Context: an optimization exercise on an open-source flow, tuned for small area. The choices shown serve that exercise and are no tape-out recipe.
RTL that was checked went through simulation tests only; none was proved equivalent to the original.
Only the layout flow was run in run 4; the RTL was not checked for function there.
Power and IR drop assume default switching activity. The flow treats the clock pin as an ideal source, which a real chip does not have.

<file path="flow/design.v">
package mnist_frame_binarizer_pkg;
    localparam int IMG_W      = 28;
    localparam int IMG_H      = 28;
    localparam int CROP_OFF   = 4;
    localparam int CROP_W     = 20;
    localparam int PIX_W      = 8;
    localparam int THRESH     = 128;
    localparam int NET_INPUTS = CROP_W * CROP_W;
    localparam int COL_W = $clog2(IMG_W);
    localparam int ROW_W = $clog2(IMG_H);
    localparam int K_W   = $clog2(NET_INPUTS);
    localparam logic [COL_W-1:0] COL_LAST    = COL_W'(IMG_W - 1);
    localparam logic [ROW_W-1:0] ROW_LAST    = ROW_W'(IMG_H - 1);
    localparam logic [COL_W-1:0] COL_CROP_LO = COL_W'(CROP_OFF);
    localparam logic [COL_W-1:0] COL_CROP_HI = COL_W'(CROP_OFF + CROP_W - 1);
    localparam logic [ROW_W-1:0] ROW_CROP_LO = ROW_W'(CROP_OFF);
    localparam logic [ROW_W-1:0] ROW_CROP_HI = ROW_W'(CROP_OFF + CROP_W - 1);
    localparam logic [PIX_W-1:0] THRESH_V    = PIX_W'(THRESH);
    typedef enum logic {
        FILL = 1'b0,
        HOLD = 1'b1
    } state_t;
endpackage
module mnist_crop_counter
(
    input  logic           clk,
    input  logic           rst_n,
    input  logic           beat,
    input  logic           in_last,
    output logic           in_crop,
    output logic           is_final
);
    localparam logic [4:0] X_FIRST = 5'(32 - mnist_frame_binarizer_pkg::CROP_OFF);
    localparam logic [4:0] X_LAST  = 5'(mnist_frame_binarizer_pkg::IMG_W - 1 - mnist_frame_binarizer_pkg::CROP_OFF);
    logic [4:0] row_q;
    logic [4:0] col_q;
    logic       col_end;
    logic       restart;
    logic       col_step;
    logic       row_step;
    always_comb begin
        col_end  = (col_q == X_LAST);
        in_crop  = (row_q < 5'(mnist_frame_binarizer_pkg::CROP_W)) && (col_q < 5'(mnist_frame_binarizer_pkg::CROP_W));
        is_final = (row_q == X_LAST) && col_end;
        restart  = beat && (is_final || in_last || col_end);
        col_step = beat && !(is_final || in_last || col_end);
        row_step = beat && col_end && !(is_final || in_last);
    end
    always_ff @(posedge clk or negedge rst_n) begin
        if (!rst_n) begin
            col_q <= X_FIRST;
        end else if (restart) begin
            col_q <= X_FIRST;
        end else if (col_step) begin
            col_q <= col_q + 5'd1;
        end
    end
    always_ff @(posedge clk or negedge rst_n) begin
        if (!rst_n) begin
            row_q <= X_FIRST;
        end else if (beat && (is_final || in_last)) begin
            row_q <= X_FIRST;
        end else if (row_step) begin
            row_q <= row_q + 5'd1;
        end
    end
endmodule
module mnist_frame_binarizer
(
    input  logic                  clk,
    input  logic                  rst_n,
    input  logic                  in_valid,
    output logic                  in_ready,
    input  logic [mnist_frame_binarizer_pkg::PIX_W-1:0] in_pixel,
    input  logic                  in_last,
    output logic                  out_valid,
    input  logic                  out_ready,
    output logic [mnist_frame_binarizer_pkg::NET_INPUTS-1:0] out_frame,
    output logic                  frame_err
    ,
    output logic [7:0]            err_cnt
);
    logic                  hold_q;
    logic [mnist_frame_binarizer_pkg::NET_INPUTS-1:0] asm_q;
    logic                  beat;
    logic                  pix_bit;
    logic                  in_crop;
    logic                  is_final;
    logic                  frame_done;
    logic                  out_free;
    logic                  out_take;
    logic                  load;
    assign in_ready = !hold_q;
    mnist_crop_counter u_cnt (
        .clk      (clk),
        .rst_n    (rst_n),
        .beat     (beat),
        .in_last  (in_last),
        .in_crop  (in_crop),
        .is_final (is_final)
    );
    always_comb begin
        beat       = in_valid && !hold_q;
        pix_bit    = (in_pixel >= mnist_frame_binarizer_pkg::THRESH_V);
        frame_done = beat && is_final && in_last;
        out_free   = !out_valid || out_ready;
        out_take   = out_valid && out_ready;
        load       = (frame_done && out_free) || (hold_q && out_take);
    end
    always_ff @(posedge clk) begin
        if (beat && in_crop) begin
            asm_q <= {pix_bit, asm_q[mnist_frame_binarizer_pkg::NET_INPUTS-1:1]};
        end
        if (load) begin
            out_frame <= asm_q;
        end
    end
    always_ff @(posedge clk or negedge rst_n) begin
        if (!rst_n) begin
            hold_q    <= 1'b0;
            out_valid <= 1'b0;
            frame_err <= 1'b0;
        end else begin
            hold_q    <= hold_q ? !out_ready : (frame_done && !out_free);
            out_valid <= load || (out_valid && !out_ready);
            frame_err <= beat && (in_last != is_final);
        end
    end
    logic err_inc;
    assign err_inc = frame_err && !(&err_cnt);
    always_ff @(posedge clk or negedge rst_n) begin
        if (!rst_n) begin
            err_cnt <= '0;
        end else begin
            err_cnt <= err_cnt + {7'd0, err_inc};
        end
    end
endmodule
</file>
<file path="flow/flow/run.sh">
#!/bin/bash
# Standard layout, but with the smallest buffer on every input and output port.
set -euo pipefail
export BUFFER_PORTS_ARGS="-buffer_cell sky130_fd_sc_hd__buf_1"
# The standard clock tree settings, without dummy loads on the leaf nets.
export CTS_ARGS="-sink_clustering_enable -repair_clock_nets -sink_clustering_size 34 -sink_clustering_max_diameter 200 -buf_list sky130_fd_sc_hd__clkbuf_16 -dont_use_dummy_load"
bash standard.sh > standard.log 2>&1
</file>
<file path="flow/standard.sh">
#!/bin/bash
# synth_recipe.tcl (not shown) runs the flow's synth.tcl, then flattens the netlist and writes it again
# the make line also repeats each setting of config.mk as NAME=value (left out here)
make -C /OpenROAD-flow-scripts/flow DESIGN_CONFIG=/design/flow/config.mk WORK_HOME=/design/flow/orfs CLKGATE_MAP_FILE= SYNTH_SCRIPT=/design/flow/synth_recipe.tcl "${@:-finish}"
</file>
<file path="flow/config.mk">
export PLATFORM = sky130hd
export DESIGN_NAME = mnist_frame_binarizer
export DESIGN_NICKNAME = mnist_frame_binarizer
export VERILOG_FILES = /design/flow/design.v
export SDC_FILE = /design/flow/constraint.sdc
export NUM_CORES = 4
export LEC_CHECK = 0
export CAP_MARGIN = 0
export CORE_MARGIN = 2
export CORE_UTILIZATION = 70
export CTS_BUF_LIST = sky130_fd_sc_hd__clkbuf_16
export CTS_CLUSTER_DIAMETER = 200
export CTS_CLUSTER_SIZE = 34
export SLEW_MARGIN = 0
</file>
<file path="flow/constraint.sdc">
create_clock -name core_clock -period 6.5 [get_ports {clk}]
set_input_delay 1.3000 -clock core_clock [delete_from_list [all_inputs] [get_ports {clk}]]
set_output_delay 1.3000 -clock core_clock [all_outputs]
set_load 0.01 [all_outputs]
</file>
==> results of run 1 <==
## power by group
group	internal, mW	switching (mW)
Combinational	0.0258	0.0352
Clock	0.779	1.32
Sequential	5.74	0.0306
Total	6.54	1.39
## sequential cells by signal, indices dropped and copies added, names as in the netlist
register and flops:
asm_q 400, out_frame 400, err_cnt 8, u_cnt.col_q 5, u_cnt.row_q 5, frame_err 1, hold_q 1, out_valid 1
## final timing paths
check	to	from	cells after the start	slack, ps
max in group asynchronous	u_cnt.row_q[0]	rst_n	1	4860
worst min-delay path	out_frame[300]	asm_q[300]	0	450
worst max-delay path	asm_q[291]	in_valid	4	3140
min in group asynchronous	out_valid	rst_n	1	890
worst min register to register	out_frame[300]	asm_q[300]	0	450
worst max register to register	out_frame[332]	u_cnt.col_q[0]	6	3380
## final cells by class
cell class	instances	area, um2	area share [%]
clock buffers	28	701	2.50
inverters	2	7.51	0.0268
multi-input cells	73	509	1.82
flip-flops and latches	821	24600	87.6
well taps	461	577	2.06
repair buffers	424	1670	5.97
## Yosys cell counts, drive strengths merged, types with 2 or more instances
cell,count
ha,5
a41oi,2
buf,2
and2,2
inv,2
and3,4
a311oi,2
edfxtp,800
o21ai,6
nand2b,2
xnor2,2
dfrtp,15
nand2,11
dfstp,6
xor2,4
nor2b,3
nand3,5
a21oi,5
nor2,6
nand4,3
## kinds of logic after synthesis
family	Yosys count	synth area share [%]
AOI/OAI and AO/OA	23	0.629
xor gates and xnor gates	6	0.210
and+or+nand+nor	39	0.878
buffers and inverters	5	0.0848
adders and majority gates	5	0.250
DFF	821	97.9
## per-layer routing
| layer | track usage, % | vias to the layer above | share of wire (%) |
|---|---|---|---|
| met1 | 29.4 | 4994 | 38 |
| met2 | 33.6 | 398 | 47 |
| met3 | 7.83 | 59 | 11 |
| met5 | 0 | - | 0 |
| met4 | 7.15 | 0 | 3.5 |
| li1 | - | 4474 | - |
## metrics by stage
step	setup TNS (ps)	power, mW	setup WS, ps	instances	hold slack, ps
2_1_floorplan	-2120560	5.92	-5300	899	400
3_3_place_gp	0	5.94	2540	1781	406
3_5_place_dp	0	5.95	2500	1781	421
4_1_cts	0	7.98	3160	1809	450
5_1_grt	0	8.14	2930	1809	466
6_report	0	7.93	3140	1809	453
## worst reg2reg max path, delay by kind of cell (launching register included)
family | cells | cell delay, ps
AO/OA/AOI/OAI | 1 | 440
AND/OR/NAND/NOR | 3 | 650
adder cells (fa/ha/maj) | 1 | 250
buffers and inverters | 1 | 600
flip-flops | 1 | 420
==> impl_metrics.json, run 1 <==
{
  "cts_tree": "done",
  "layout_commonest_cell": "edfxtp_1",
  "syn_nets": 917,
  "io_buffers": 416,
  "worstSetupPathType": "in -> reg",
  "syn_avg_cell_area_um2": 27.9,
  "slowest_stage": "buf_4",
  "start_util_pct": 70.8,
  "grt_use_total_pct": 21.6,
  "clock_skew_ps": 70.5,
  "synth_ff_type": "edfxtp_1",
  "dieWidth_um": 193,
  "clock_latency_ps": 600,
  "max_freq_mhz": 298,
  "grt_max_degree": 193,
  "most-common-layout-cells": "800 x edfxtp_1, 416 x buf_1, 28 x clkbuf_16",
  "area_delta_synth_final_pct": 11.8,
  "slew_viol_final": 0,
  "dp_hpwl_mm": 26.4,
  "drc_errors": 0,
  "synth_top_cells_by_area": "edfxtp_1 96%, dfrtp_1 1.5%, dfstp_2 0.63%",
  "antenna_found_initial": 0,
  "finalCritPeriodShare_pct": 51.6,
  "final-setup-viol-count": 0,
  "end_kind": "flip-flop",
  "syn_area_um2": 25100,
  "grt_overflow": 0,
  "slowest_delay_ps": 880,
  "crit_arrival_ps": 3570,
  "gp_congestion": 0.793,
  "synth_seq_cells": 821,
  "async_flop_share_pct": 2.56,
  "cts_resized": 0,
  "std_cell_rows": 69,
  "postCtsHoldBufs": 0,
  "crit_required_ps": 6720,
  "core_area_um2": 35400,
  "cts.sinks": 821,
  "drtPass1Iterations": 5,
  "drt-total-wl_mm": 40.8,
  "clk_pin_slew_ps": 110,
  "path_buf_inv": 2,
  "detail_route.wl_per_cell_um": 22.5,
  "tightest_slew_ps": 1220,
  "hold_viol_final": 0,
  "postRouteAntennaNets": 0,
  "yosys.area.top_type": "edfxtp_1",
  "min_period_ps": 3360,
  "crit_fanout": 87,
  "start_kind": "input pin",
  "irDropWorstVdd_v": 0.000379,
  "cap_violations": 0,
  "post_cts_buffers": 0,
  "finalInstanceArea_um2": 28000,
  "status": "no timing/DRC/antenna violations",
  "placed_area_um2": 27300,
  "ctsRootBufferMaster": "clkbuf_16",
  "drt_iter0_markers": 795,
  "rsz0062_at_grt": "no",
  "grt_pass1_wl_mm": 59.7,
  "io_pins": 424,
  "max_slew_margin_pct": 18.6,
  "synth-seq-area-share_pct": 97.9,
  "synth_edf_count": 800,
  "cts_max_path_buffers": 3,
  "cp_top_family": "simple AND/OR/NAND/NOR gates",
  "dieArea_um2": 37300,
  "vias_per_cell": 5.49,
  "p_leak_nw": 6.15,
  "drive_gt1_share_pct": 3.49,
  "ys_types": 35,
  "netlist.area_leader.share_pct": 95.8,
  "grt_pass1_vias": 9640,
  "fillers": 1796,
  "ys_warn_count": 2,
  "fp.dieH_um": 193,
  "cts_made_buffers": 28,
  "fin_util_pct": 79.2,
  "synth_cells": 899,
  "ctsHtreeMaxLevel": 1,
  "worstPathCellList": "buf_1 > nor2b_1 > and3_4 > buf_4",
  "pwr_density_cell_nw_per_um2": 283,
  "diodes": 0,
  "layout.nets": 1368,
  "hp-class": "reg -> reg",
  "vias": 9925
}
==> run 2, diff against run 1 <==
==> flow/flow/run.sh (replaced) <==
#!/bin/bash
# Standard layout, except: every input and output port gets the smallest
# buffer, and the clock tree uses clkbuf_8 leaves under a clkbuf_16 root.
set -euo pipefail
export BUFFER_PORTS_ARGS="-buffer_cell sky130_fd_sc_hd__buf_1"
export CTS_ARGS="-sink_clustering_enable -repair_clock_nets -root_buf sky130_fd_sc_hd__clkbuf_16 -buf_list sky130_fd_sc_hd__clkbuf_8 -sink_clustering_size 18 -sink_clustering_max_diameter 100"
bash standard.sh > standard.log 2>&1
--- a/flow/config.mk
+++ b/flow/config.mk
@@ -9,6 +9,6 @@
 export CORE_MARGIN = 2
-export CORE_UTILIZATION = 70
+export CORE_UTILIZATION = 60
 export CTS_BUF_LIST = sky130_fd_sc_hd__clkbuf_16
 export CTS_CLUSTER_DIAMETER = 200
-export CTS_CLUSTER_SIZE = 34
+export CTS_CLUSTER_SIZE = 30
 export SLEW_MARGIN = 0
==> run 2 against run 1 <==
Worst hold slack worse by 27 ps. Clock power grew 8%. Die area rose by 16%. Area after synthesis unchanged. Sequential power about the same. Sequential cell count unchanged. Critical path depth stayed put. Synthesized cell count unchanged. Core utilization decreased by 10 points. First-iteration DRC count increased by 22%. Clock skew shrank 48 ps.
==> impl_metrics.json, run 2 <==
{
  "status": "no timing/DRC/antenna violations",
  "crit_required_ps": 6710,
  "diodes": 0,
  "end_kind": "flip-flop",
  "gp_congestion": 0.774,
  "clk_pin_slew_ps": 100,
  "fin_ws_ps": 3190,
  "dieArea_um2": 43400,
  "hold_viol_final": 0,
  "tns_ps": 0,
  "area_delta_synth_final_pct": 12.7,
  "max_freq_mhz": 302,
  "irDropWorstVdd_v": 0.000188,
  "postCtsHoldBufs": 0,
  "placed_area_um2": 27400,
  "yosys.area_share.adder_pct": 0.250,
  "drtPass1Iterations": 4,
  "synth_seq_cells": 821,
  "drc_errors": 0,
  "clock_skew_ps": 22.0,
  "dp_slack_ps": 2600,
  "tightest_slew_ps": 997,
  "grt_pass1_vias": 9971,
  "finalInstanceArea_um2": 28300,
  "cts_tree": "done",
  "grt_overflow": 0,
  "start_util_pct": 61.1,
  "core_area_um2": 41000,
  "std_cell_rows": 74,
  "rsz0062_at_grt": "no",
  "slew_viol_final": 0,
  "regArea_um2": 24600,
  "grt_max_degree": 161,
  "cts_resized": 0,
  "dp_hpwl_mm": 27.0,
  "drt-total-wl_mm": 42.7,
  "synth-seq-area-share_pct": 97.9,
  "io_pins": 424,
  "grt_use_total_pct": 19.7,
  "hp-class": "reg -> reg",
  "netlist.area_leader.share_pct": 95.8,
  "ys_types": 35,
  "crit_arrival_ps": 3520,
  "detail_route.wl_per_cell_um": 22.3,
  "multi_input_area_um2": 509,
  "synth_top_family_by_area": "simple AND/OR/NAND/NOR gates",
  "pwr_density_cell_nw_per_um2": 286,
  "clock_latency_ps": 570,
  "finalCritPeriodShare_pct": 50.9,
  "grt_pass1_wl_mm": 62.4,
  "vias": 10100,
  "yosys.area.top_type": "edfxtp_1",
  "vias_per_cell": 5.25,
  "drt_iter0_markers": 968,
  "synth_ff_type": "edfxtp_1",
  "ctsRootBufferMaster": "clkbuf_16",
  "syn_area_um2": 25100,
  "cts_max_path_buffers": 3,
  "min_period_ps": 3310,
  "layout.nets": 1392,
  "dieWidth_um": 208,
  "async_flop_share_pct": 2.56,
  "post_cts_buffers": 0,
  "postRouteAntennaNets": 0,
  "synth_mux_area_share_pct": 0,
  "synth_top_cells_by_area": "edfxtp_1 96%, dfrtp_1 1.5%, dfstp_2 0.63%",
  "p_leak_nw": 6.27,
  "start_kind": "input pin",
  "worstSetupPathType": "in -> reg",
  "synth.most_common_cell": "edfxtp_1",
  "synth_commonest_cells": "800 x edfxtp_1, 15 x dfrtp_1, 11 x nand2_1",
  "drive_gt1_share_pct": 5.34,
  "cts_made_buffers": 51,
  "synth_xor_area_share_pct": 0.210,
  "cap_violations": 0,
  "yosys.area_share.simple_pct": 0.878,
  "largestRegisters": "asm_q (400), out_frame (400), err_cnt (8)",
  "synth_compound_area_share_pct": 0.629,
  "cts.sinks": 821,
  "most-common-layout-cells": "800 x edfxtp_1, 416 x buf_1, 48 x clkbuf_8",
  "crit_fanout": 129,
  "ys_warn_count": 2,
  "antenna_found_initial": 0,
  "synth_edf_count": 800,
  "fillers": 2585,
  "synth_cells": 899,
  "syn_avg_cell_area_um2": 27.9,
  "layout_commonest_cell": "edfxtp_1",
  "max_slew_margin_pct": 33.5,
  "ctsHtreeMaxLevel": 2,
  "syn_nets": 917,
  "fp.dieH_um": 208,
  "final-setup-viol-count": 0,
  "io_buffers": 416
}
[run 2: cell counts after synthesis]
No cell type changed its count.
[run 2: cell type report]
class,count,share of cell area [%]
well taps,532,2.36
repair buffers,425,5.99
multi-input cells,73,1.80
inverters,2,0.0266
clock buffers,53,2.78
clock inverters,11,0.164
flip-flops and latches,821,86.9
[run 2: final timing paths]
| check | depth (start not counted) | slack [ps] | from | endpoint |
|---|---|---|---|---|
| setup / recovery | 4 | 3190 | in_valid | asm_q[145] |
| hold / removal | 0 | 430 | asm_q[0] | out_frame[0] |
| setup reg to reg | 6 | 3320 | u_cnt.col_q[0] | out_frame[290] |
| hold reg to reg | 0 | 430 | asm_q[0] | out_frame[0] |
| max in group asynchronous | 2 | 5550 | rst_n | u_cnt.row_q[2] |
| min in group asynchronous | 2 | 670 | rst_n | u_cnt.col_q[0] |
[run 2: logic make-up (layout without fill, tap and decap cells)]
family,Yosys count,in the layout
DFF,821,821
and+or+nand+nor,39,39
AOI/OAI and AO/OA,23,23
xor gates and xnor gates,6,6
adders and majority gates,5,5
buffers and inverters,5,491
[run 2: worst max-delay path, stage by stage]
cell	delay, ps
buf_1	130
nor2b_1	600
and3_4	730
buf_12	540
[run 2: report_power, final]
part | internal (mW) | switching, mW | leakage (nW)
Clock | 0.819 | 1.44 | 0.465
Sequential | 5.73 | 0.0297 | 5.05
Combinational | 0.0266 | 0.0352 | 0.761
Total | 6.58 | 1.50 | 6.27
[run 2: metrics by stage]
| stage | hold slack, ps | total power, mW | cells | utilization [%] |
|---|---|---|---|---|
| global route | 446 | 8.36 | 1917 | 68.9 |
| CTS | 423 | 8.17 | 1917 | 68.9 |
| global placement | 406 | 5.94 | 1853 | 66.9 |
| finish | 426 | 8.08 | 1917 | 68.9 |
| floorplan | 400 | 5.92 | 899 | - |
| detailed placement | 405 | 5.95 | 1853 | 66.9 |
[run 2: metal layers]
layer	GRT usage [%]	share of wire [%]	up-vias	routed length, um
li1	-	-	4534	-
met1	26.8	40	5079	17300
met2	28.7	46	368	19500
met3	8.24	10	77	4340
met4	7.81	3.7	0	1580
met5	0	0	-	0
==> run 3, diff against run 2 <==
==> flow/flow/run.sh (replaced) <==
#!/bin/bash
# Standard layout, except:
#  - every input and output port gets the smallest buffer;
#  - the placement-stage repair may use only small buffers and inverters.
set -euo pipefail
here=$(pwd)
export BUFFER_PORTS_ARGS="-buffer_cell sky130_fd_sc_hd__buf_1"
export PRE_GLOBAL_PLACE_TCL=$here/flow/small_bufs.tcl
export PRE_RESIZE_TCL=$here/flow/small_bufs.tcl
bash standard.sh > standard.log 2>&1
==> flow/flow/small_bufs.tcl (new file) <==
# Keep the repair of the two 400-load enable nets to small buffers: the
# timing has slack to spare and a tree of small buffers takes less area.
set_dont_use {
  sky130_fd_sc_hd__buf_6 sky130_fd_sc_hd__buf_8 sky130_fd_sc_hd__buf_12 sky130_fd_sc_hd__buf_16
  sky130_fd_sc_hd__bufinv_8 sky130_fd_sc_hd__bufinv_16 sky130_fd_sc_hd__bufbuf_8 sky130_fd_sc_hd__bufbuf_16
  sky130_fd_sc_hd__clkbuf_8 sky130_fd_sc_hd__clkbuf_16
  sky130_fd_sc_hd__inv_8 sky130_fd_sc_hd__inv_12 sky130_fd_sc_hd__inv_16
  sky130_fd_sc_hd__clkinv_8 sky130_fd_sc_hd__clkinv_16
}
==> run 3 against run 2 <==
Still clean. Fmax shrank 4.2%. Final cell count unchanged. Clock-buffer cell count is 22 lower. Total power up 0.25%. Wire length up 1.9%. Final area up 0.13%. Sequential cell count unchanged. Worst hold slack better by 15 ps. Synthesized cell count is the same. Sequential power about the same. Area after synthesis did not move. Register-to-register slack got worse by 270 ps.
==> impl_metrics.json, run 3 <==
{
  "status": "no timing/DRC/antenna violations",
  "max_freq_mhz": 290,
  "path_buf_inv": 2,
  "drt_iter0_markers": 860,
  "synth_seq_cells": 821,
  "most-common-layout-cells": "800 x edfxtp_1, 428 x buf_1, 31 x clkbuf_16",
  "fp.dieH_um": 208,
  "grt_max_degree": 80,
  "antenna_found_initial": 0,
  "cts_tree": "done",
  "core_area_um2": 41000,
  "io_pins": 424,
  "synth.most_common_cell": "edfxtp_1",
  "layout.nets": 1392,
  "ctsRootBufferMaster": "clkbuf_16",
  "drive_gt1_share_pct": 4.33,
  "tightest_slew_ps": 1170,
  "cp_top_family": "buffers and inverters",
  "gp_congestion": 0.784,
  "fin_util_pct": 69.0,
  "worstSetupPathType": "reg -> reg",
  "grt_pass1_wl_mm": 63.0,
  "start_kind": "flip-flop",
  "synth_commonest_cells": "800 x edfxtp_1, 15 x dfrtp_1, 11 x nand2_1",
  "postCtsHoldBufs": 0,
  "pwr_density_cell_nw_per_um2": 286,
  "irDropWorstVdd_v": 0.000210,
  "drc_errors": 0,
  "synth_edf_count": 800,
  "p_leak_nw": 6.31,
  "std_cell_rows": 74,
  "hp-class": "reg -> reg",
  "final-setup-viol-count": 0,
  "crit_required_ps": 6740,
  "diodes": 0,
  "fillers": 2648,
  "slew_viol_final": 0,
  "dp_slack_ps": 2430,
  "slowest_stage": "o31ai_4",
  "crit_fanout": 22,
  "grt_use_total_pct": 19.7,
  "detail_route.wl_per_cell_um": 22.7,
  "dieWidth_um": 208,
  "slowest_delay_ps": 730,
  "ys_types": 35,
  "cts_made_buffers": 31,
  "drt-total-wl_mm": 43.5,
  "syn_avg_cell_area_um2": 27.9,
  "syn_area_um2": 25100,
  "io_buffers": 416,
  "async_flop_share_pct": 2.56,
  "synth_top_cells_by_area": "edfxtp_1 96%, dfrtp_1 1.5%, dfstp_2 0.63%",
  "synth_cells": 899,
  "yosys.area.top_type": "edfxtp_1",
  "ctsHtreeMaxLevel": 1,
  "clock_latency_ps": 610,
  "grt_pass1_vias": 9771,
  "rsz0062_at_grt": "no",
  "drtPass1Iterations": 5,
  "finalCritPeriodShare_pct": 53.1,
  "hold_viol_final": 0,
  "clk_pin_slew_ps": 110,
  "cts_resized": 0,
  "area_delta_synth_final_pct": 12.9,
  "layout_commonest_cell": "edfxtp_1",
  "fin_ws_ps": 3050,
  "vias": 10200,
  "max_slew_margin_pct": 21.7,
  "synth-seq-area-share_pct": 97.9,
  "dp_hpwl_mm": 29.2,
  "netlist.area_leader.share_pct": 95.8,
  "clock_skew_ps": 24.2,
  "cts.sinks": 821,
  "tns_ps": 0,
  "min_period_ps": 3450,
  "ys_warn_count": 2,
  "start_util_pct": 61.1,
  "final_cells": 1917,
  "crit_arrival_ps": 3700,
  "p_total_mw": 8.10,
  "cap_violations": 0,
  "dp_cells": 1873,
  "largestRegisters": "asm_q (400), out_frame (400), err_cnt (8)",
  "worstPathCellList": "ha_1 > and4b_1 > and3_4 > nand3_4 > o31ai_4 > buf_4 > buf_1",
  "cts_max_path_buffers": 3,
  "end_kind": "flip-flop",
  "post_cts_buffers": 0,
  "postRouteAntennaNets": 0,
  "dieArea_um2": 43400,
  "syn_nets": 917,
  "synth_ff_type": "edfxtp_1",
  "grt_overflow": 0,
  "vias_per_cell": 5.30
}
[run 3: cell types whose count changed in the layout (fill, tap and decap cells not counted), sizes merged]
cell / change
buf: +20
clkbuf: -22
inv: +2
[run 3: through the flow]
stage	hold WS, ps	cell area (um2)
2_1_floorplan	400	25100
3_3_place_gp	423	27500
3_5_place_dp	429	27500
4_1_cts	443	28300
5_1_grt	454	28300
6_report	440	28300
[run 3: final cells by class]
cell class	instances	area [um2]	share of cell area, %
clock buffers	31	776	2.74
repair buffers	445	1720	6.08
flip-flops and latches	821	24600	86.8
clock inverters	13	65.1	0.230
well taps	532	666	2.35
inverters	2	7.51	0.0265
multi-input cells	73	509	1.80
[run 3: final timing paths]
check | from | to | slack (ps) | cells past startpoint
max in group asynchronous | rst_n | u_cnt.col_q[1] | 4970 | 1
worst max-delay path | u_cnt.col_q[0] | out_frame[266] | 3050 | 7
worst max register to register | u_cnt.col_q[0] | out_frame[266] | 3050 | 7
min in group asynchronous | rst_n | out_valid | 860 | 1
worst min register to register | asm_q[123] | asm_q[122] | 440 | 0
worst min-delay path | asm_q[123] | asm_q[122] | 440 | 0
[run 3: power by group]
group | switching, mW | internal [mW]
combinational | 0.0341 | 0.0260
sequential | 0.0312 | 5.74
clock | 1.40 | 0.875
[run 3: cell families (layout without fill, tap and decap cells)]
kind of cell	count (synthesis)	after routing	synth area share, %
adders and majority gates	5	5	0.250
xor gates and xnor gates	6	6	0.210
DFF	821	821	97.9
AOI/OAI and AO/OA	23	23	0.629
buffers and inverters	5	491	0.0848
and+or+nand+nor	39	39	0.878
[run 3: per-layer routing]
layer | GRT usage, % | up-vias | wire length, um
li1 | - | 4544 | -
met1 | 28.5 | 5193 | 17900
met2 | 30.1 | 366 | 20700
met3 | 6.26 | 49 | 3880
met4 | 4.44 | 0 | 947
met5 | 0 | - | 0
==> run 4, diff against run 3 <==
--- a/flow/design.v
+++ b/flow/design.v
@@ -37,12 +37,20 @@
     logic       col_end;
-    logic       restart;
-    logic       col_step;
-    logic       row_step;
+    logic       row_end;
+    logic       col_clr;
+    logic       row_clr;
+    logic [5:0] col_t;
+    logic [5:0] row_t;
     always_comb begin
         col_end  = (col_q == X_LAST);
+        row_end  = (row_q == X_LAST);
         in_crop  = (row_q < 5'(mnist_frame_binarizer_pkg::CROP_W)) && (col_q < 5'(mnist_frame_binarizer_pkg::CROP_W));
-        is_final = (row_q == X_LAST) && col_end;
-        restart  = beat && (is_final || in_last || col_end);
-        col_step = beat && !(is_final || in_last || col_end);
-        row_step = beat && col_end && !(is_final || in_last);
+        is_final = row_end && col_end;
+        col_clr  = beat && (in_last || col_end);
+        col_t[0] = beat && !(in_last || col_end);
+        row_clr  = beat && (in_last || is_final);
+        row_t[0] = beat && col_end && !(in_last || row_end);
+        for (int i = 0; i < 5; i++) begin
+            col_t[i+1] = col_t[i] && col_q[i];
+            row_t[i+1] = row_t[i] && row_q[i];
+        end
     end
@@ -51,15 +59,6 @@
             col_q <= X_FIRST;
-        end else if (restart) begin
-            col_q <= X_FIRST;
-        end else if (col_step) begin
-            col_q <= col_q + 5'd1;
-        end
-    end
-    always_ff @(posedge clk or negedge rst_n) begin
-        if (!rst_n) begin
             row_q <= X_FIRST;
-        end else if (beat && (is_final || in_last)) begin
-            row_q <= X_FIRST;
-        end else if (row_step) begin
-            row_q <= row_q + 5'd1;
+        end else begin
+            col_q <= col_clr ? X_FIRST : (col_q ^ col_t[4:0]);
+            row_q <= row_clr ? X_FIRST : (row_q ^ row_t[4:0]);
         end
==> flow/flow/run.sh (replaced) <==
#!/bin/bash
# Standard layout, but with the smallest buffer on every input and output port.
set -euo pipefail
export BUFFER_PORTS_ARGS="-buffer_cell sky130_fd_sc_hd__buf_1"
# The standard clock tree settings, without dummy loads on the leaf nets.
export CTS_ARGS="-sink_clustering_enable -repair_clock_nets -sink_clustering_size 34 -sink_clustering_max_diameter 200 -buf_list sky130_fd_sc_hd__clkbuf_16 -dont_use_dummy_load"
bash standard.sh > standard.log 2>&1
--- a/flow/config.mk
+++ b/flow/config.mk
@@ -9,6 +9,6 @@
 export CORE_MARGIN = 2
-export CORE_UTILIZATION = 60
+export CORE_UTILIZATION = 70
 export CTS_BUF_LIST = sky130_fd_sc_hd__clkbuf_16
 export CTS_CLUSTER_DIAMETER = 200
-export CTS_CLUSTER_SIZE = 30
+export CTS_CLUSTER_SIZE = 34
 export SLEW_MARGIN = 0
removed: flow/flow/small_bufs.tcl
==> run 4 against run 3 <==
Fmax is 2.9% higher. Wire length down 6.9%. Global-route usage rose by 1.3 points. Non-clock buffer count decreased by 22. Synthesized cell count is 1.0% lower. Area after synthesis barely moved. Sequential cell count did not move. Sequential share of layout area rose by 0.86 points. Core utilization is 10 points higher. Critical path depth shrank 2. Die area fell by 14%. First-iteration DRC count shrank 0.35%. Critical endpoint is now out_frame[45]. Largest cell class unchanged. Largest power group unchanged. Highest routed layer unchanged.
==> impl_metrics.json, run 4 <==
{
  "vias": 9728,
  "placed_area_um2": 27300,
  "clock_latency_ps": 600,
  "post_cts_buffers": 0,
  "grt_use_total_pct": 21.0,
  "dp_slack_ps": 2560,
  "syn_area_um2": 25100,
  "dieWidth_um": 193,
  "start_kind": "input pin",
  "end_kind": "flip-flop",
  "syn_avg_cell_area_um2": 28.2,
  "synth-seq-area-share_pct": 98.0,
  "area_delta_synth_final_pct": 11.8,
  "drt-total-wl_mm": 40.5,
  "synth_cells": 890,
  "synth.most_common_cell": "edfxtp_1",
  "gp_congestion": 0.780,
  "cts_made_buffers": 28,
  "whs_endpoint": "out_frame[0]",
  "worstSetupPathType": "in -> reg",
  "p_leak_nw": 8.57,
  "postCtsHoldBufs": 0,
  "status": "no timing/DRC/antenna violations",
  "detail_route.wl_per_cell_um": 22.5,
  "cts_tree": "done",
  "crit_required_ps": 6700,
  "irDropWorstVdd_v": 0.000345,
  "r2r_end": "out_frame[45]",
  "grt_max_degree": 159,
  "slew_viol_final": 0,
  "pwr_density_cell_nw_per_um2": 282,
  "tightest_slew_ps": 1090,
  "grt_overflow": 0,
  "cts_max_path_buffers": 3,
  "drive_gt1_share_pct": 3.59,
  "max_slew_margin_pct": 27.3,
  "diodes": 0,
  "min_path_cells": 0,
  "ctsRootBufferMaster": "clkbuf_16",
  "final-setup-viol-count": 0,
  "async_flop_share_pct": 2.56,
  "fillers": 1790,
  "reg2reg_from": "u_cnt.col_q[2]",
  "largestRegisters": "asm_q (400), out_frame (400), err_cnt (8)",
  "yosys.area.top_type": "edfxtp_1",
  "syn_nets": 914,
  "ys_types": 30,
  "drtPass1Iterations": 4,
  "vias_per_cell": 5.41,
  "cts.sinks": 821,
  "fin_ws_ps": 3150,
  "hp-class": "reg -> reg",
  "grt_pass1_wl_mm": 56.6,
  "synth_seq_cells": 821,
  "hp-start": "asm_q[0]",
  "ctsHtreeMaxLevel": 1,
  "synth_top_cells_by_area": "edfxtp_1 96%, dfrtp_1 1.5%, dfstp_2 0.63%",
  "layout.nets": 1364,
  "synth_commonest_cells": "800 x edfxtp_1, 15 x dfrtp_1, 11 x ha_1",
  "clock_skew_ps": 67.7,
  "finalCritPeriodShare_pct": 51.6,
  "reg2reg_depth": 4,
  "tns_ps": 0,
  "core_area_um2": 35400,
  "synth_edf_count": 800,
  "drc_errors": 0,
  "ys_warn_count": 2,
  "hold_viol_final": 0,
  "std_cell_rows": 69,
  "synth_ff_type": "edfxtp_1",
  "rsz0062_at_grt": "no",
  "postRouteAntennaNets": 0,
  "start_util_pct": 70.8,
  "drt_iter0_markers": 857,
  "io_pins": 424,
  "max_freq_mhz": 298,
  "dieArea_um2": 37300,
  "io_buffers": 416,
  "clk_pin_slew_ps": 110,
  "layout_commonest_cell": "edfxtp_1",
  "dp_hpwl_mm": 26.7,
  "regToRegSetupSlack_ps": 3510,
  "crit_arrival_ps": 3560,
  "antenna_found_initial": 0,
  "fp.dieH_um": 193,
  "netlist.area_leader.share_pct": 95.9,
  "most-common-layout-cells": "800 x edfxtp_1, 416 x buf_1, 28 x clkbuf_16",
  "crit_fanout": 158,
  "grt_pass1_vias": 9192,
  "finalInstanceArea_um2": 28000,
  "cts_resized": 0,
  "min_period_ps": 3350,
  "cap_violations": 0
}
run 4: cell types whose count changed after synthesis, sizes merged, moves of 3 or more:
cell,previous run,this run
xor2,4,1
ha,5,11
xnor2,2,7
nand2,11,7
nor2,6,2
nand3,5,2
a21oi,5,1
run 4: cell families after synthesis:
group	count (synthesis)	synth area share, %
buffers and inverters	7	0.120
DFF	821	98.0
AOI/OAI and AO/OA	14	0.365
and+or+nand+nor	29	0.684
xor gates and xnor gates	8	0.280
adders and majority gates	11	0.549
run 4: how the worst max path moves through the flow:
stage | from | end
finish | in_valid | out_frame[45]
global route | in_valid | out_frame[88]
CTS | in_valid | out_frame[8]
detailed placement | in_valid | out_frame[0]
global placement | in_valid | out_frame[4]
floorplan | in_valid | out_frame[0]
run 4: metrics by stage:
stage	hold WS, ps	instances	total power [mW]	util [%]
after floorplan	400	890	5.91	-
after global placement	410	1771	5.94	77.2
after detailed placement	415	1771	5.94	77.2
after CTS	441	1799	7.97	79.2
after global routing	455	1799	8.14	79.2
final	439	1799	7.91	79.2
run 4: power breakdown:
group / switching (mW) / internal (mW) / total (mW)
combinational: 0.0347 / 0.0259 / 0.0606
clock: 1.32 / 0.778 / 2.10
sequential: 0.0246 / 5.73 / 5.76
run 4: layout make-up:
type	count	area, um2	share of cell area [%]
Inverter	4	15.0	0.0536
Multi-Input combinational cell	62	497	1.77
Tap cell	461	577	2.06
Timing Repair Buffer	423	1680	5.98
Sequential cell	821	24600	87.6
Clock buffer	28	701	2.50
run 4: worst max-delay path: stages:
cell and delay (ps):
buf_1 180, nor4bb_1 310, nand4_1 250, a21boi_4 690, buf_12 600
run 4: routing by layer:
metal	track usage, %	wire length, um	up-vias
met5	0	0	-
met4	6.03	1230	0
met3	7.66	4390	64
met2	33.6	19700	338
met1	27.7	15200	4892
li1	-	-	4434
==> run 5, diff against run 4 <==
--- a/flow/design.v
+++ b/flow/design.v
@@ -37,19 +37,20 @@
     logic       col_end;
-    logic       row_end;
-    logic       col_clr;
-    logic       row_clr;
-    logic [5:0] col_t;
-    logic [5:0] row_t;
+    logic       restart;
+    logic       col_step;
+    logic       row_step;
     always_comb begin
         col_end  = (col_q == X_LAST);
-        row_end  = (row_q == X_LAST);
         in_crop  = (row_q < 5'(mnist_frame_binarizer_pkg::CROP_W)) && (col_q < 5'(mnist_frame_binarizer_pkg::CROP_W));
-        is_final = row_end && col_end;
-        col_clr  = beat && (in_last || col_end);
-        col_t[0] = beat && !(in_last || col_end);
-        row_clr  = beat && (in_last || is_final);
-        row_t[0] = beat && col_end && !(in_last || row_end);
-        for (int i = 0; i < 5; i++) begin
-            col_t[i+1] = col_t[i] && col_q[i];
-            row_t[i+1] = row_t[i] && row_q[i];
+        is_final = (row_q == X_LAST) && col_end;
+        restart  = beat && (is_final || in_last || col_end);
+        col_step = beat && !(is_final || in_last || col_end);
+        row_step = beat && col_end && !(is_final || in_last);
+    end
+    always_ff @(posedge clk or negedge rst_n) begin
+        if (!rst_n) begin
+            col_q <= X_FIRST;
+        end else if (restart) begin
+            col_q <= X_FIRST;
+        end else if (col_step) begin
+            col_q <= col_q + 5'd1;
         end
@@ -58,7 +59,7 @@
         if (!rst_n) begin
-            col_q <= X_FIRST;
             row_q <= X_FIRST;
-        end else begin
-            col_q <= col_clr ? X_FIRST : (col_q ^ col_t[4:0]);
-            row_q <= row_clr ? X_FIRST : (row_q ^ row_t[4:0]);
+        end else if (beat && (is_final || in_last)) begin
+            row_q <= X_FIRST;
+        end else if (row_step) begin
+            row_q <= row_q + 5'd1;
         end
==> flow/flow/run.sh (replaced) <==
#!/bin/bash
# Standard layout with two changes:
#  - the combinational logic of the standard synthesis is re-mapped for area
#    (flip-flops untouched), before floorplanning;
#  - every input and output port gets the smallest buffer.
set -euo pipefail
here=$(pwd)
export BUFFER_PORTS_ARGS="-buffer_cell sky130_fd_sc_hd__buf_1"
R=$here/orfs/results/$FLOW_PLATFORM/mnist_frame_binarizer/base
LIB=$FLOW_HOME/platforms/sky130hd/lib/sky130_fd_sc_hd__tt_025C_1v80.lib

bash standard.sh synth > synth.log 2>&1

# Cells the flow may not use, as the standard synthesis passed them to abc.
DU=$(grep -o -- "-dont_use [A-Za-z0-9_]*" orfs/logs/$FLOW_PLATFORM/mnist_frame_binarizer/base/1_2_yosys.log | sort -u | tr '\n' ' ')
cp $R/1_2_yosys.v std_synth.v
sed -e "s#@LIB@#$LIB#g" -e "s#@IN@#$here/std_synth.v#" -e "s#@TOP@#$FLOW_TOP#" \
    -e "s#@DONTUSE@#$DU#" -e "s#@SCRIPT@#$here/flow/area.abc#" -e "s#@OUT@#$here/resyn_all.v#" \
    flow/resyn.ys.in > resyn.ys
yosys -l resyn.log resyn.ys > /dev/null 2>&1
# Keep only the top module (the file also holds the cell models yosys read).
awk -v top="$FLOW_TOP" '$1=="module"{keep=($2 ~ "^"top"[ (]")} keep{print} $1=="endmodule"{keep=0}' resyn_all.v > resyn.v
grep -q "^module $FLOW_TOP" resyn.v
cp resyn.v $R/1_2_yosys.v
touch $R/1_2_yosys.v

bash standard.sh finish > standard.log 2>&1
==> flow/flow/area.abc (new file) <==
strash
dc2
dch -f
amap
topo
==> flow/flow/resyn.ys.in (new file) <==
# Re-map the combinational logic of the standard synthesis for area. The
# flip-flops are kept as they are (same cells, same instance names).
read_liberty -ignore_miss_func @LIB@
read_verilog @IN@
hierarchy -top @TOP@
setattr -mod -set keep_hierarchy 1 sky130_fd_sc_hd__df* sky130_fd_sc_hd__edf* sky130_fd_sc_hd__sdf* sky130_fd_sc_hd__dl* sky130_fd_sc_hd__sedf*
flatten
opt -purge
abc -liberty @LIB@ @DONTUSE@ -script @SCRIPT@
# left out here: clean up, clear keep_hierarchy
stat -liberty @LIB@
write_verilog -noattr -noexpr -nohex -nodec @OUT@
--- a/flow/config.mk
+++ b/flow/config.mk
@@ -9,6 +9,6 @@
 export CORE_MARGIN = 2
-export CORE_UTILIZATION = 70
+export CORE_UTILIZATION = 60
 export CTS_BUF_LIST = sky130_fd_sc_hd__clkbuf_16
 export CTS_CLUSTER_DIAMETER = 200
-export CTS_CLUSTER_SIZE = 34
+export CTS_CLUSTER_SIZE = 30
 export SLEW_MARGIN = 0
==> run 5 against run 4 <==
Via count is 2.5% higher. Sequential share of layout area is 0.74 points lower. Sequential power hardly changed. Still clean. Final cell count is 6.3% higher. Sequential cell count stayed put.
==> impl_metrics.json, run 5 <==
{
  "min_path_cells": 0,
  "tightest_slew_ps": 1120,
  "irDropWorstVdd_v": 0.000221,
  "layout_commonest_cell": "edfxtp_1",
  "drt_iter0_markers": 940,
  "r2r_end": "out_frame[190]",
  "syn_avg_cell_area_um2": 27.6,
  "cts_max_path_buffers": 3,
  "placed_area_um2": 27400,
  "largestRegisters": "asm_q (400), out_frame (400), err_cnt (8)",
  "clk_pin_slew_ps": 110,
  "dieWidth_um": 208,
  "grt_pass1_wl_mm": 61.9,
  "final-setup-viol-count": 0,
  "cap_violations": 0,
  "crit_fanout": 51,
  "hold_slack_ps": 440,
  "std_cell_rows": 74,
  "fp.dieH_um": 208,
  "cts_tree": "done",
  "cts_made_buffers": 31,
  "hold_viol_final": 0,
  "pwr_density_cell_nw_per_um2": 288,
  "max_freq_mhz": 303,
  "grt_pass1_vias": 9692,
  "slowest_stage": "nor2_4",
  "vias": 9967,
  "synth_cells": 905,
  "postRouteAntennaNets": 0,
  "ctsRootBufferMaster": "clkbuf_16",
  "vias_per_cell": 5.21,
  "finalInstanceArea_um2": 28300,
  "status": "no timing/DRC/antenna violations",
  "end_kind": "flip-flop",
  "dieArea_um2": 43200,
  "diodes": 0,
  "reg2reg_depth": 7,
  "syn_area_um2": 25000,
  "rsz0062_at_grt": "no",
  "min_period_ps": 3300,
  "drive_gt1_share_pct": 4.13,
  "crit_arrival_ps": 3550,
  "grt_use_total_pct": 19.2,
  "finalCritPeriodShare_pct": 50.8,
  "cts.sinks": 821,
  "reg2reg_from": "u_cnt.col_q[2]",
  "detail_route.wl_per_cell_um": 22.1,
  "regToRegSetupSlack_ps": 3200,
  "worstSetupPathType": "reg -> reg",
  "crit_required_ps": 6750,
  "clock_skew_ps": 37.0,
  "ctsHtreeMaxLevel": 1,
  "gp_congestion": 0.778,
  "core_area_um2": 40900,
  "hp-start": "asm_q[133]",
  "p_leak_nw": 8.63,
  "drc_errors": 0,
  "drtPass1Iterations": 4,
  "dp_hpwl_mm": 27.5,
  "most-common-layout-cells": "800 x edfxtp_1, 416 x buf_1, 31 x clkbuf_16",
  "post_cts_buffers": 0,
  "ys_warn_count": 2,
  "syn_nets": 918,
  "io_pins": 424,
  "slowest_delay_ps": 670,
  "grt_overflow": 0,
  "start_kind": "flip-flop",
  "antenna_found_initial": 0,
  "area_delta_synth_final_pct": 13.2,
  "clock_latency_ps": 630,
  "cts_resized": 0,
  "worstPathCellList": "nand3_1 > nor3_1 > nand4_1 > nor2_1 > a21oi_1 > nor2_4 > buf_4",
  "slew_viol_final": 0,
  "max_slew_margin_pct": 25.3,
  "grt_max_degree": 183,
  "tns_ps": 0,
  "layout.nets": 1380,
  "whs_endpoint": "asm_q[132]",
  "postCtsHoldBufs": 0,
  "hp-class": "reg -> reg",
  "start_util_pct": 61.0,
  "p_total_mw": 8.14,
  "io_buffers": 416,
  "drt-total-wl_mm": 42.2
}
-- run 5: cell count changes in the layout (fill, tap and decap cells not counted), moves of 3 or more --
cell       change
nor2_1        +21
inv_1          +9
xnor2_1        -7
buf_4          +5
ha_1          -11
nand2_1        +3
clkinv_1      +14
clkbuf_16      +3
a21oi_1        +7
nor3_1         +3
-- run 5: critical path, delay by kind of cell (launching register included) --
kind            cells  cell delay [ps]
compound gates      1               90
buf+inv             1              660
flops               1              560
simple gates        5             1540
-- run 5: through the flow --
stage	std cells	util (%)	setup WS, ps
after floorplan	905	-	-8690
after global placement	1866	67.0	2650
after detailed placement	1866	67.0	2640
after CTS	1912	69.1	3170
after global routing	1912	69.1	2940
final	1912	69.1	3200
-- run 5: cell type report --
type,instances,area [um2]
Clock buffer,31,776
Sequential cell,821,24600
Tap cell,532,666
Clock inverter,15,77.6
Fill cell,2633,12700
Timing Repair Buffer,429,1730
Inverter,16,77.6
Multi-Input combinational cell,68,375
-- run 5: worst max path at each step --
stage,from,to,slack (ps)
after floorplan,in_valid,asm_q[0],-8690
after global placement,in_valid,out_frame[239],2650
after detailed placement,in_valid,out_frame[202],2640
after CTS,u_cnt.col_q[2],out_frame[190],3170
after global routing,u_cnt.col_q[2],out_frame[189],2940
final,u_cnt.col_q[2],out_frame[190],3200
-- run 5: layer usage --
layer	vias to the layer above	wire (um)	global-route usage, %
met5	-	0	0
met4	0	1180	5.28
met3	57	4250	7.89
met2	293	19600	28.9
met1	5098	17200	26.6
li1	4519	-	-
-- run 5: power by group --
part / total, mW / switching [mW] / internal [mW]
Sequential: 5.76 / 0.0225 / 5.74
Clock: 2.31 / 1.43 / 0.879
Combinational: 0.0695 / 0.0448 / 0.0247
==> run 6, diff against run 5 <==
--- a/flow/flow/run.sh
+++ b/flow/flow/run.sh
@@ -1,6 +1,6 @@
 #!/bin/bash
-# Standard layout with two changes:
+# Standard layout with these changes:
 #  - the combinational logic of the standard synthesis is re-mapped for area
 #    (flip-flops untouched), before floorplanning;
-#  - every input and output port gets the smallest buffer.
+#  - every input and output port gets the smallest buffer;
 set -euo pipefail
@@ -8,2 +8,4 @@
 export BUFFER_PORTS_ARGS="-buffer_cell sky130_fd_sc_hd__buf_1"
+# The standard clock tree settings, without dummy loads on the leaf nets.
+export CTS_ARGS="-sink_clustering_enable -repair_clock_nets -sink_clustering_size 34 -sink_clustering_max_diameter 200 -buf_list sky130_fd_sc_hd__clkbuf_16 -dont_use_dummy_load"
 R=$here/orfs/results/$FLOW_PLATFORM/mnist_frame_binarizer/base
--- a/flow/config.mk
+++ b/flow/config.mk
@@ -9,6 +9,6 @@
 export CORE_MARGIN = 2
-export CORE_UTILIZATION = 60
+export CORE_UTILIZATION = 70
 export CTS_BUF_LIST = sky130_fd_sc_hd__clkbuf_16
 export CTS_CLUSTER_DIAMETER = 200
-export CTS_CLUSTER_SIZE = 30
+export CTS_CLUSTER_SIZE = 34
 export SLEW_MARGIN = 0
==> run 6 against run 5 <==
Still clean on timing, DRC and antenna. Fmax is 0.56% lower. First-iteration DRC count is 6.0% lower. Clock power is 8.7% lower. Worst setup slack worse by 19 ps. Global-route usage is 2.7 points higher. Clock skew is 34 ps higher. Area after synthesis stayed put. Synthesized cell count stayed put. Clock-buffer cell count is 3 lower. Sequential power hardly changed. Sequential cell count stayed put.
==> impl_metrics.json, run 6 <==
{
  "status": "no timing/DRC/antenna violations",
  "placed_area_um2": 27300,
  "irDropWorstVdd_v": 0.000232,
  "end_kind": "flip-flop",
  "detail_route.wl_per_cell_um": 22.8,
  "drc_errors": 0,
  "ctsHtreeMaxLevel": 1,
  "tightest_slew_ps": 1120,
  "grt_overflow": 0,
  "use_met3_pct": 7.06,
  "grt_pass1_wl_mm": 58.8,
  "antenna_found_initial": 0,
  "grt_util_met1_pct": 31.1,
  "ctsRootBufferMaster": "clkbuf_16",
  "fp.dieH_um": 193,
  "clk_pin_slew_ps": 120,
  "power_frac_clock_pct": 26.5,
  "hold_viol_final": 0,
  "area_delta_synth_final_pct": 12.2,
  "ys_warn_count": 2,
  "grt_use_total_pct": 21.9,
  "cap_violations": 0,
  "std_cell_rows": 69,
  "p_switching_mw": 1.40,
  "postCtsHoldBufs": 0,
  "io_pins": 424,
  "final-setup-viol-count": 0,
  "syn_area_um2": 25000,
  "syn_avg_cell_area_um2": 27.6,
  "p_leak_nw": 8.49,
  "dp_slack_ps": 2600,
  "sequentialPowerShare_pct": 72.6,
  "clock_latency_ps": 590,
  "postRouteAntennaNets": 0,
  "grt_max_degree": 158,
  "slew_viol_final": 0,
  "cts.sinks": 821,
  "core_area_um2": 35300,
  "p_total_mw": 7.94,
  "drive_gt1_share_pct": 3.61,
  "max_slew_margin_pct": 25.2,
  "most-common-layout-cells": "800 x edfxtp_1, 416 x buf_1, 28 x clkbuf_16",
  "hold_slack_ps": 379,
  "cts_tree": "done",
  "start_kind": "flip-flop",
  "hp-class": "reg -> reg",
  "cts_max_path_buffers": 3,
  "synth_cells": 905,
  "tns_ps": 0,
  "post_cts_buffers": 0,
  "min_period_ps": 3320,
  "drtPass1Iterations": 4,
  "syn_nets": 918,
  "start_util_pct": 70.7,
  "cts_made_buffers": 28,
  "crit_required_ps": 6730,
  "intPower_mw": 6.54,
  "cts_resized": 0,
  "layout_commonest_cell": "edfxtp_1",
  "dieArea_um2": 37200,
  "drt_iter0_markers": 884,
  "pwr_density_cell_nw_per_um2": 283,
  "dp_hpwl_mm": 27.3,
  "crit_arrival_ps": 3550,
  "grt_pass1_vias": 9513,
  "met2_usage_pct": 33.7,
  "gp_congestion": 0.760,
  "worstSetupPathType": "reg -> reg",
  "clock_skew_ps": 70.8,
  "fillers": 1735,
  "dp_cells": 1792,
  "busiest_layer": "met2",
  "io_buffers": 416,
  "layout.nets": 1374,
  "vias_per_cell": 5.48,
  "vias": 9980,
  "crit_fanout": 112,
  "max_freq_mhz": 301,
  "finalInstanceArea_um2": 28000,
  "diodes": 0,
  "rsz0062_at_grt": "no",
  "dieWidth_um": 193,
  "finalCritPeriodShare_pct": 51.1,
  "fin_util_pct": 79.3,
  "drt-total-wl_mm": 41.6,
  "largestRegisters": "asm_q (400), out_frame (400), err_cnt (8)",
  "final_cells": 1820,
  "p_sw_share_pct": 17.6,
  "fin_ws_ps": 3180,
  "pwr-share-comb_pct": 0.9
}
## run 6: per-layer routing
metal / share of wire, % / vias up
met5: 0 / -
met4: 2.9 / 0
met3: 11 / 52
met2: 48 / 387
met1: 38 / 5051
li1: - / 4490
## run 6: cell type report
| cell class | instances | area [um2] | area share (%) |
|---|---|---|---|
| tap | 461 | 577 | 2.06 |
| multi-input combinational | 68 | 375 | 1.34 |
| timing repair buffer | 426 | 1710 | 6.11 |
| sequential | 821 | 24600 | 87.7 |
| clock buffer | 28 | 701 | 2.50 |
| inverter | 16 | 77.6 | 0.277 |
## run 6: power groups by stage
stage                     combinational [mW]  clock [mW]  sequential [mW]
final                                 0.0711        2.11             5.76
after global routing                  0.0796        2.31             5.76
after CTS                             0.0721        2.16             5.76
after detailed placement              0.0720           0             5.88
after global placement                0.0670           0             5.88
after floorplan                       0.0372           0             5.88
## run 6: path summary, 6_finish.rpt
| path | start | end | slack, ps | cells past startpoint |
|---|---|---|---|---|
| setup / recovery | u_cnt.col_q[2] | out_frame[59] | 3180 | 7 |
| min in group asynchronous | rst_n | err_cnt[1] | 890 | 1 |
| setup reg to reg | u_cnt.col_q[2] | out_frame[59] | 3180 | 7 |
| hold reg to reg | asm_q[399] | out_frame[399] | 380 | 0 |
| hold / removal | asm_q[399] | out_frame[399] | 380 | 0 |
| max in group asynchronous | rst_n | err_cnt[4] | 4850 | 1 |
## run 6: critical path: stages, from the launching register on
cell,delay (ps)
dfstp_2,560
nand3_1,130
nor3_1,370
nand4_1,220
nor2_1,130
a21oi_1,80
nor2_4,800
buf_12,530
==> run 7, diff against run 6 <==
--- a/flow/config.mk
+++ b/flow/config.mk
@@ -9,3 +9,3 @@
 export CORE_MARGIN = 2
-export CORE_UTILIZATION = 70
+export CORE_UTILIZATION = 80
 export CTS_BUF_LIST = sky130_fd_sc_hd__clkbuf_16
==> run 7 against run 6 <==
The flow now stops in detailed placement (3_5_place_dp). Area after synthesis stayed put. Synthesized cell count stayed put.
==> impl_metrics.json, run 7 <==
{
  "status": "did not finish",
  "syn_area_um2": 25000,
  "stop_error": "[ERROR DPL-0033] detailed placement checks failed during check placement.",
  "dieWidth_um": 181,
  "syn_avg_cell_area_um2": 27.6,
  "std_cell_rows": 64,
  "io_buffers": 416,
  "start_util_pct": 81.4,
  "synth_cells": 905,
  "ys_warn_count": 2,
  "stop_stage": "detailed placement (3_5_place_dp)",
  "dp_hpwl_mm": 38.2,
  "syn_nets": 918,
  "fp.dieH_um": 181,
  "io_pins": 424,
  "gp_congestion": 0.800
}
-- run 7: stage by stage --
stage	hold WS, ps	TNS, ps
after global placement	402	0
after floorplan	400	-4117120
-- run 7: worst max path at each step --
stage | start | end | slack, ps | cells after the start
floorplan | in_valid | asm_q[0] | -8690 | 4
global placement | in_valid | out_frame[28] | 2820 | 8
-- run 7: power by group through the flow --
stage / logic (mW) / clock network, mW / registers, mW
2_1_floorplan: 0.0372 / 0 / 5.88
3_3_place_gp: 0.0665 / 0 / 5.88
==> run 8, diff against run 7 <==
--- a/flow/flow/run.sh
+++ b/flow/flow/run.sh
@@ -9,3 +9,3 @@
 # The standard clock tree settings, without dummy loads on the leaf nets.
-export CTS_ARGS="-sink_clustering_enable -repair_clock_nets -sink_clustering_size 34 -sink_clustering_max_diameter 200 -buf_list sky130_fd_sc_hd__clkbuf_16 -dont_use_dummy_load"
+export CTS_ARGS="-sink_clustering_enable -repair_clock_nets -sink_clustering_size 33 -sink_clustering_max_diameter 200 -buf_list sky130_fd_sc_hd__clkbuf_16 -dont_use_dummy_load"
 R=$here/orfs/results/$FLOW_PLATFORM/mnist_frame_binarizer/base
--- a/flow/config.mk
+++ b/flow/config.mk
@@ -9,6 +9,6 @@
 export CORE_MARGIN = 2
-export CORE_UTILIZATION = 80
+export CORE_UTILIZATION = 70
 export CTS_BUF_LIST = sky130_fd_sc_hd__clkbuf_16
 export CTS_CLUSTER_DIAMETER = 200
-export CTS_CLUSTER_SIZE = 34
+export CTS_CLUSTER_SIZE = 33
 export SLEW_MARGIN = 0
==> run 8 against run 7 <==
Now clean on timing, DRC and antenna. Synthesized cell count unchanged. Area after synthesis unchanged.
==> impl_metrics.json, run 8 <==
{
  "antenna_found_initial": 0,
  "cts_resized": 0,
  "area_delta_synth_final_pct": 12.2,
  "dp_hpwl_mm": 27.3,
  "hp-class": "reg -> reg",
  "syn_nets": 918,
  "final-setup-viol-count": 0,
  "multi_input_area_um2": 375,
  "dieWidth_um": 193,
  "slowest_stage": "nor2_4",
  "ys_warn_count": 2,
  "rsz0062_at_grt": "no",
  "irDropWorstVdd_v": 0.000231,
  "syn_avg_cell_area_um2": 27.6,
  "start_util_pct": 70.7,
  "postRouteAntennaNets": 0,
  "slew_viol_final": 0,
  "worstSetupPathType": "reg -> reg",
  "sequentialPowerShare_pct": 72.6,
  "largestRegisters": "asm_q (400), out_frame (400), err_cnt (8)",
  "grt_pass1_wl_mm": 58.6,
  "post_cts_buffers": 0,
  "cts_tree": "done",
  "final_cells": 1820,
  "ctsRootBufferMaster": "clkbuf_16",
  "p_total_mw": 7.94,
  "max_slew_margin_pct": 25.6,
  "most-common-layout-cells": "800 x edfxtp_1, 416 x buf_1, 28 x clkbuf_16",
  "hold_slack_ps": 449,
  "grt_pass1_vias": 9488,
  "diodes": 0,
  "io_buffers": 416,
  "crit_fanout": 112,
  "drc_errors": 0,
  "power_frac_clock_pct": 26.5,
  "fillers": 1750,
  "postCtsHoldBufs": 0,
  "drt-total-wl_mm": 41.8,
  "crit_arrival_ps": 3530,
  "vias": 9978,
  "pwr-share-comb_pct": 0.9,
  "p_leak_nw": 8.49,
  "clock_latency_ps": 590,
  "cts_made_buffers": 28,
  "tightest_slew_ps": 1120,
  "fp.dieH_um": 193,
  "drtPass1Iterations": 4,
  "start_kind": "flip-flop",
  "p_sw_share_pct": 17.6,
  "cap_violations": 0,
  "regArea_um2": 24600,
  "finalCritPeriodShare_pct": 50.8,
  "layout.nets": 1374,
  "gp_congestion": 0.760,
  "crit_required_ps": 6730,
  "synth_cells": 905,
  "io_pins": 424,
  "min_period_ps": 3300,
  "drt_iter0_markers": 817,
  "dieArea_um2": 37200,
  "max_freq_mhz": 303,
  "grt_use_total_pct": 21.9,
  "slowest_delay_ps": 810,
  "grt_overflow": 0,
  "status": "no timing/DRC/antenna violations",
  "dp_cells": 1792,
  "clock_skew_ps": 24.4,
  "std_cell_rows": 69,
  "layout_commonest_cell": "edfxtp_1",
  "end_kind": "flip-flop",
  "pwr_density_cell_nw_per_um2": 283,
  "detail_route.wl_per_cell_um": 23.0,
  "clk_pin_slew_ps": 110,
  "cts_max_path_buffers": 3,
  "drive_gt1_share_pct": 3.61,
  "grt_max_degree": 158,
  "syn_area_um2": 25000,
  "worstPathCellList": "nand3_1 > nor3_1 > nand4_1 > nor2_1 > a21oi_1 > nor2_4 > buf_12",
  "p_switching_mw": 1.40,
  "ctsHtreeMaxLevel": 1,
  "intPower_mw": 6.54,
  "tns_ps": 0,
  "reg2reg_depth": 7,
  "min_path_cells": 0,
  "core_area_um2": 35300,
  "fin_util_pct": 79.3,
  "cts.sinks": 821,
  "vias_per_cell": 5.48,
  "hold_viol_final": 0
}
## run 8: worst max-delay path, delay by kind of cell (launching register included)
kind	cells	cell delay, ps
compound gates	1	80
flops	1	560
buf+inv	1	520
simple gates	5	1650
## run 8: per-layer routing
| metal | vias to the layer above | track usage, % | part of all wire (%) | wire, um |
|---|---|---|---|---|
| li1 | 4480 | - | - | - |
| met3 | 60 | 7.31 | 11 | 4450 |
| met2 | 368 | 33.7 | 48 | 20100 |
| met5 | - | 0 | 0 | 0 |
| met1 | 5070 | 30.9 | 38 | 16100 |
| met4 | 0 | 6.46 | 2.9 | 1230 |
## run 8: final timing paths
kind / slack (ps) / end / startpoint
max reg2reg: 3200 / out_frame[53] / u_cnt.col_q[2]
max: 3200 / out_frame[53] / u_cnt.col_q[2]
min: 450 / asm_q[106] / asm_q[107]
min in group asynchronous: 910 / u_cnt.row_q[1] / rst_n
max in group asynchronous: 4920 / u_cnt.row_q[0] / rst_n
min reg2reg: 450 / asm_q[106] / asm_q[107]
## run 8: final cells by class
type                    count  share of cell area, %
well taps                 461                   2.06
repair buffers            426                   6.11
clock buffers              28                   2.50
flip-flops and latches    821                   87.7
multi-input cells          68                   1.34
inverters                  16                  0.277
## run 8: through the flow
step / setup slack [ps] / cell area (um2)
after floorplan: -8690 / 25000
after global placement: 2640 / 27300
after detailed placement: 2600 / 27300
after CTS: 3180 / 28000
after global routing: 2990 / 28000
final: 3200 / 28000
## run 8: power groups by stage
stage	Clock (mW)	Sequential (mW)	Combinational, mW
CTS	2.16	5.76	0.0722
finish	2.11	5.76	0.0711
global route	2.31	5.76	0.0789
detailed placement	0	5.88	0.0720
global placement	0	5.88	0.0670
floorplan	0	5.88	0.0372
==> run 9, diff against run 8 <==
==> flow/flow/area.abc (replaced) <==
&get -n
&deepsyn -T 20 -S 1
&put
dch -f
amap
==> run 9 against run 8 <==
Clock skew is 5.3 ps lower. Sequential power hardly changed. Total power hardly changed. Area after synthesis is 0.17% lower. Final area hardly changed. Final cell count is 0.49% lower. Largest cell class unchanged. Largest power group unchanged. Highest routed layer unchanged.
==> impl_metrics.json, run 9 <==
{
  "synth_cells": 896,
  "cts_tree": "done",
  "cts_resized": 0,
  "post_cts_buffers": 0,
  "worstSetupPathType": "in -> reg",
  "dp_slack_ps": 1870,
  "area_delta_synth_final_pct": 12.3,
  "clock_latency_ps": 580,
  "core_area_um2": 35300,
  "crit_required_ps": 6720,
  "dp_hpwl_mm": 25.9,
  "hold_viol_final": 0,
  "cts_max_path_buffers": 3,
  "std_cell_rows": 69,
  "largestRegisters": "asm_q (400), out_frame (400), err_cnt (8)",
  "fin_util_pct": 79.2,
  "drtPass1Iterations": 4,
  "max_freq_mhz": 249,
  "placed_area_um2": 27300,
  "grt_use_total_pct": 20.8,
  "drc_errors": 0,
  "slew_viol_final": 0,
  "sequentialPowerShare_pct": 72.6,
  "syn_nets": 909,
  "pwr_density_cell_nw_per_um2": 283,
  "layout_commonest_cell": "edfxtp_1",
  "cts.sinks": 821,
  "fin_ws_ps": 2480,
  "grt_max_degree": 206,
  "cap_violations": 0,
  "tightest_slew_ps": 1160,
  "p_switching_mw": 1.39,
  "rsz0062_at_grt": "no",
  "ctsHtreeMaxLevel": 1,
  "antenna_found_initial": 0,
  "ctsRootBufferMaster": "clkbuf_16",
  "grt_overflow": 0,
  "layout.nets": 1365,
  "hp-class": "reg -> reg",
  "drive_gt1_share_pct": 4.22,
  "drt-total-wl_mm": 39.8,
  "status": "no timing/DRC/antenna violations",
  "grt_pass1_vias": 9259,
  "ys_warn_count": 2,
  "end_kind": "flip-flop",
  "m1WireLength_mm": 15.5,
  "postCtsHoldBufs": 0,
  "finalCritPeriodShare_pct": 61.8,
  "io_buffers": 416,
  "start_kind": "input pin",
  "max_slew_margin_pct": 22.7,
  "syn_avg_cell_area_um2": 27.8,
  "detail_route.wl_per_cell_um": 22.0,
  "io_pins": 424,
  "grt_pass1_wl_mm": 56.0,
  "crit_fanout": 95,
  "p_total_mw": 7.93,
  "cts_made_buffers": 28,
  "clock_skew_ps": 19.2,
  "dieWidth_um": 193,
  "vias_per_cell": 5.44,
  "power_frac_clock_pct": 26.6,
  "irDropWorstVdd_v": 0.000285,
  "finalInstanceArea_um2": 28000,
  "met2_length_mm": 19.7,
  "clk_pin_slew_ps": 110,
  "pwr-share-comb_pct": 0.8,
  "postRouteAntennaNets": 0,
  "start_util_pct": 70.6,
  "dieArea_um2": 37100,
  "vias": 9857,
  "gp_congestion": 0.788,
  "drt_iter0_markers": 914,
  "wl_met3_mm": 3.81,
  "fp.dieH_um": 193,
  "final-setup-viol-count": 0,
  "syn_area_um2": 24900,
  "diodes": 0,
  "most-common-layout-cells": "800 x edfxtp_1, 416 x buf_1, 28 x clkbuf_16",
  "p_leak_nw": 6.10,
  "crit_arrival_ps": 4240,
  "p_sw_share_pct": 17.5,
  "min_period_ps": 4020,
  "highest_layer": "met4",
  "intPower_mw": 6.54
}
==> run 9: metal layers <==
layer | track usage (%) | up-vias
li1 | - | 4451
met1 | 30.1 | 4990
met2 | 33.1 | 364
met3 | 4.98 | 52
met4 | 5.17 | 0
met5 | 0 | -
==> run 9: through the flow <==
step / cells / TNS, ps / hold slack (ps)
floorplan: 896 / -2911550 / 400
global placement: 1783 / 0 / 418
detailed placement: 1783 / 0 / 405
CTS: 1811 / 0 / 432
global route: 1811 / 0 / 452
finish: 1811 / 0 / 431
==> run 9: area by class of cell <==
cell class / count / area [um2]
Tap cell: 461 / 577
Multi-Input combinational cell: 62 / 374
Timing Repair Buffer: 426 / 1710
Clock buffer: 28 / 701
Fill cell: 1781 / 7340
Inverter: 13 / 51.3
Sequential cell: 821 / 24600
==> run 9: power groups by stage <==
stage	clock, mW	sequential [mW]	combinational (mW)
global placement	0	5.87	0.0624
floorplan	0	5.88	0.0338
global route	2.31	5.76	0.0750
finish	2.11	5.76	0.0664
CTS	2.15	5.76	0.0668
detailed placement	0	5.88	0.0666
==> run 9: path summary, 6_finish.rpt <==
path,cells after the start,endpoint,slack (ps),start
max reg2reg,16,out_frame[192],2740,hold_q
max in group asynchronous,1,u_cnt.row_q[1],4900,rst_n
min in group asynchronous,1,err_cnt[2],910,rst_n
min reg2reg,0,out_frame[0],430,asm_q[0]
min,0,out_frame[0],430,asm_q[0]
max,16,out_frame[192],2480,in_valid
==> run 9: critical path: stages <==
cell and delay, ps:
buf_1 140, nand2_8 120, clkinv_1 80, and3_4 180
nand2_2 80, clkinv_2 80, and3_4 160, and2_4 160
nand2_2 80, clkinv_2 70, nand2_2 80, nand2_1 80
nor2_2 190, a22oi_2 130, nor2_4 750, buf_12 480

==> what the ideal ports hide <==
The flow's constraints put no driver on any port. The routed layouts listed below were extracted and timed again, unchanged, in two steps. Step 1 assumes that a clkbuf_16 drives the clock port and a buf_2 every other input. Step 2 adds t to the input delays and takes it off the output delays; t is the mean of the earliest and latest rising clock arrival at the registers after step 1. Input paths then give back, and output paths get back, about the clock's delay inside the block. Three values: ideal ports, drivers, drivers and shift; two values: the first two.
run | t, ns | setup slack, ns | clock arrival spread, ns | slew at the worst register clock pin (ns) | worst data-port slew with drivers (ns)
run 1 | 0.614 | 3.143 / 3.175 / 2.561 | 0.071 / 0.070 | 0.12 / 0.12 | 0.03
run 2 | 0.613 | 3.193 / 3.220 / 2.607 | 0.026 / 0.026 | 0.11 / 0.11 | 0.03
run 3 | 0.651 | 3.049 / 3.049 / 2.442 | 0.027 / 0.027 | 0.11 / 0.11 | 0.03
run 4 | 0.615 | 3.145 / 3.171 / 2.556 | 0.069 / 0.069 | 0.12 / 0.12 | 0.03
run 5 | 0.673 | 3.200 / 3.200 / 2.667 | 0.037 / 0.038 | 0.11 / 0.11 | 0.03
run 6 | 0.612 | 3.181 / 3.181 / 2.648 | 0.072 / 0.072 | 0.12 / 0.12 | 0.03
run 8 | 0.626 | 3.196 / 3.196 / 2.613 | 0.028 / 0.028 | 0.12 / 0.12 | 0.03
run 9 | 0.629 | 2.481 / 2.505 / 1.876 | 0.019 / 0.019 | 0.12 / 0.12 | 0.05
After both steps setup and hold are still met in every run listed. For run 3, which loses most, drivers alone change the setup slack by 0.000 ns; drivers and shift together by -0.607 ns.
